From an optimization exercise on the open Yosys and OpenROAD flow, aimed at small area, a short achievable clock period and few clock cycles; shortcuts taken in it are not production practice. Only simulation tests tie the RTL to the original design; equivalence was not proved.

// kepler_equation_solver_unit
module kepler_equation_solver_unit #(
	parameter int MAX_ITERATIONS = 30
) (
	input  logic             clk,
	input  logic             arst_n,
	input  logic             start,
	output logic             busy,
	input  logic [31:0]      mean_anomaly,
	input  logic [27:0]      eccentricity,
	output logic             done,
	output logic [31:0]      eccentric_anomaly,
	output logic [4:0]       step_count,
	output logic             converged,
	input  logic             psel,
	input  logic             penable,
	input  logic             pwrite,
	input  logic [2:0]       paddr,
	input  logic [31:0]      pwdata,
	output logic [31:0]      prdata,
	output logic             pready
);
Size in the first run: ~11000 cells after synthesis, about 740 flip-flops, about 170 I/O pins, about 0.093 sq mm of cells after synthesis.
Settings: LEC_CHECK=0, CAP_MARGIN=20, CORE_MARGIN=2, CORE_UTILIZATION=40, SETUP_SLACK_MARGIN=3, SLEW_MARGIN=20; clock period 13.0 ns.
run.sh (not shown) runs the stock make flow with config.mk's settings and CLKGATE_MAP_FILE= SYNTH_SCRIPT=/design/flow/synth_recipe.tcl, a recipe that flattens the netlist after the stock synthesis.
The starting point finished with timing, DRC and antenna clean.
Testbench counts at the start, summed over its fixed seeds: cycles 135,351.
==> next run, changes <==
SETUP_SLACK_MARGIN = unset   (was 3)
- The new run passed the timing, design-rule and antenna checks
- die area does not change
- clock skew stays flat
- setup slack degrades by 1.5 ns


Setup of v6:
kepler_equation_solver_unit, a different RTL version from the one above (not shown whole).
For scale: ~9,900 cells after synthesis, roughly 1,300 flip-flops.
export LEC_CHECK = 0
export CAP_MARGIN = 20
export CORE_MARGIN = 2
export CORE_UTILIZATION = 40
export SLEW_MARGIN = 20
create_clock -name core_clock -period 13.0 [get_ports {clk}]
standard.sh (not shown) runs the stock make flow with config.mk's settings and CLKGATE_MAP_FILE= SYNTH_SCRIPT=/design/flow/synth_recipe.tcl, a recipe that flattens the netlist after the stock synthesis.
==> flow/flow/run.sh <==
#!/bin/bash
set -euo pipefail
bash standard.sh finish SETUP_SLACK_MARGIN=8 > flow_make.log 2>&1
v6 finished every stage and its layout cleared the timing, design-rule and antenna checks.
Testbench counts of v6, summed over its fixed seeds: cycles 123,189.
## Diff of input files: v7 against v6
==> flow/flow/run.sh <==
#!/bin/bash
set -euo pipefail
bash standard.sh finish SETUP_SLACK_MARGIN=7 > flow_make.log 2>&1
### Flow results
- Highest fanout seen on the critical path ends up lower on v6.
- v6 -> v7: cell area decreased by a few percent
- Changes observed in v7 relative to v6: wire length of the first global-routing pass went down by about 1.7%; overall global routing resource usage went down by 0.53 points.
- Post-layout minimum cycle time in v7 is 0.91 ns higher than in v6


== run A ==
Another version of the RTL of kepler_equation_solver_unit (not shown whole).
Size: ~1300 flip-flops, roughly 0.10 mm2 of cells after synthesis.
make LEC_CHECK=0 CAP_MARGIN=20 CORE_MARGIN=2 CORE_UTILIZATION=40 SETUP_SLACK_MARGIN=5 SLEW_MARGIN=20 finish   # period 13.0 ns
run.sh (not shown) runs the stock make flow with config.mk's settings and CLKGATE_MAP_FILE= SYNTH_SCRIPT=/design/flow/synth_recipe.tcl, a recipe that flattens the netlist after the stock synthesis.
Stock flow here: none of the scripts above is used.
Having completed the whole flow, run A delivered a layout that passed the timing, design-rule and antenna checks.
Testbench counts of run A, summed over its fixed seeds: cycles 123,624.
Edits applied to the flow inputs when going from run A to run B:
# run A
export LEC_CHECK = 0
export CAP_MARGIN = 20
export CORE_MARGIN = 2
export CORE_UTILIZATION = 40
export SETUP_SLACK_MARGIN = 5
export SLEW_MARGIN = 20
create_clock -name core_clock -period 13.0 [get_ports {clk}]
# run B
export LEC_CHECK = 0
export CAP_MARGIN = 20
export CORE_MARGIN = 2
export CORE_UTILIZATION = 55
export SLEW_MARGIN = 20
create_clock -name core_clock -period 13.0 [get_ports {clk}]
==> flow/flow/run.sh (new file) <==
#!/bin/bash
set -euo pipefail
bash standard.sh finish SETUP_SLACK_MARGIN=8 > flow_make.log 2>&1
==> flow/standard.sh (new file) <==
#!/bin/bash
# synth_recipe.tcl (not shown) runs the flow's synth.tcl, then flattens the netlist and writes it again
# the make line also repeats each setting of config.mk as NAME=value (left out here)
make -C /OpenROAD-flow-scripts/flow DESIGN_CONFIG=/design/flow/config.mk WORK_HOME=/design/flow/orfs CLKGATE_MAP_FILE= SYNTH_SCRIPT=/design/flow/synth_recipe.tcl "${@:-finish}"
removed: flow/run.sh
==> run notes <==
Run A -> run B: combined flip-flop and latch cell area flat. In the tables for run A and run B, number of instances resized during post-cts repair reads higher with run B. Compared to run A, run B was floorplanned on a smaller die. Measured against run A, the average routed wire per standard cell of run B comes out at 1.09 times the reference value. Run B went all the way through synthesis, placement and routing and the layout is clean on timing, DRC and antenna. Hold slack ends up higher on run B. Cell area after synthesis came out exactly the same in run A and run B.
> inputs changed (run B -> run C)
# run B
export LEC_CHECK = 0
export CAP_MARGIN = 20
export CORE_MARGIN = 2
export CORE_UTILIZATION = 55
export SLEW_MARGIN = 20
create_clock -name core_clock -period 13.0 [get_ports {clk}]
# run C
export LEC_CHECK = 0
export CAP_MARGIN = 20
export CORE_MARGIN = 2
export CORE_UTILIZATION = 40
export SLEW_MARGIN = 20
create_clock -name core_clock -period 13.0 [get_ports {clk}]
Findings:
Run B ran to completion and came out clean on the timing, design-rule and antenna checks. Run C finished all stages; the layout is clean. Going from run B to run C, share of the clock period used by the worst path after layout climbed 0.17 points; count of unresolved DRC violations after routing now sits at about the same level; non-clock buffer count went down by about 7%. Summary of run C over run B: total via count after detailed routing lost 327, multi-input combinational cell area neither gained nor lost much, initial DRC count lost about 0.8%.

what the ideal ports hide:
In the flow no input, the clock included, has a driving cell. The finished layouts below were timed again as built, in two steps. Step 1 (the two cells are an assumption about what drives the block):
set clk [get_ports {clk}]
set_driving_cell -lib_cell sky130_fd_sc_hd__clkbuf_16 $clk
set_driving_cell -lib_cell sky130_fd_sc_hd__buf_2 [delete_from_list [all_inputs] $clk]
Step 2, shift: input delay + t, output delay - t, t = (earliest + latest rising clock arrival at the registers) / 2. This alone moves slack from input paths to output paths. a / b / c = ideal ports / drivers / drivers and shift; a / b = the first two.
run	shift t [ns]	setup WS [ns]	hold WS [ns]	worst setup path at the end	clock arrival spread, ns
the first run of note 1	0.809	3.091 / 3.091 / 3.091	0.440 / 0.440 / 0.440	register to register	0.054 / 0.053
the second run of note 1	0.813	1.553 / 1.553 / 1.553	0.440 / 0.440 / 0.440	register to register	0.052 / 0.052
v6	0.900	7.913 / 7.913 / 7.260	0.306 / 0.306 / 0.306	input to register	0.064 / 0.064
v7	0.905	7.003 / 7.003 / 7.003	0.326 / 0.326 / 0.326	register to register	0.100 / 0.100
run A	0.887	6.362 / 6.362 / 6.362	0.326 / 0.326 / 0.326	register to register	0.040 / 0.041
run B	0.891	7.649 / 7.649 / 7.431	0.329 / 0.329 / 0.329	input to register	0.067 / 0.066
run C	0.893	7.628 / 7.628 / 7.406	0.325 / 0.325 / 0.325	input to register	0.052 / 0.052
After both steps setup and hold are still met in every run listed. The setup slack of v6, which loses most, moves by 0.000 ns with the drivers and by -0.653 ns with both steps.
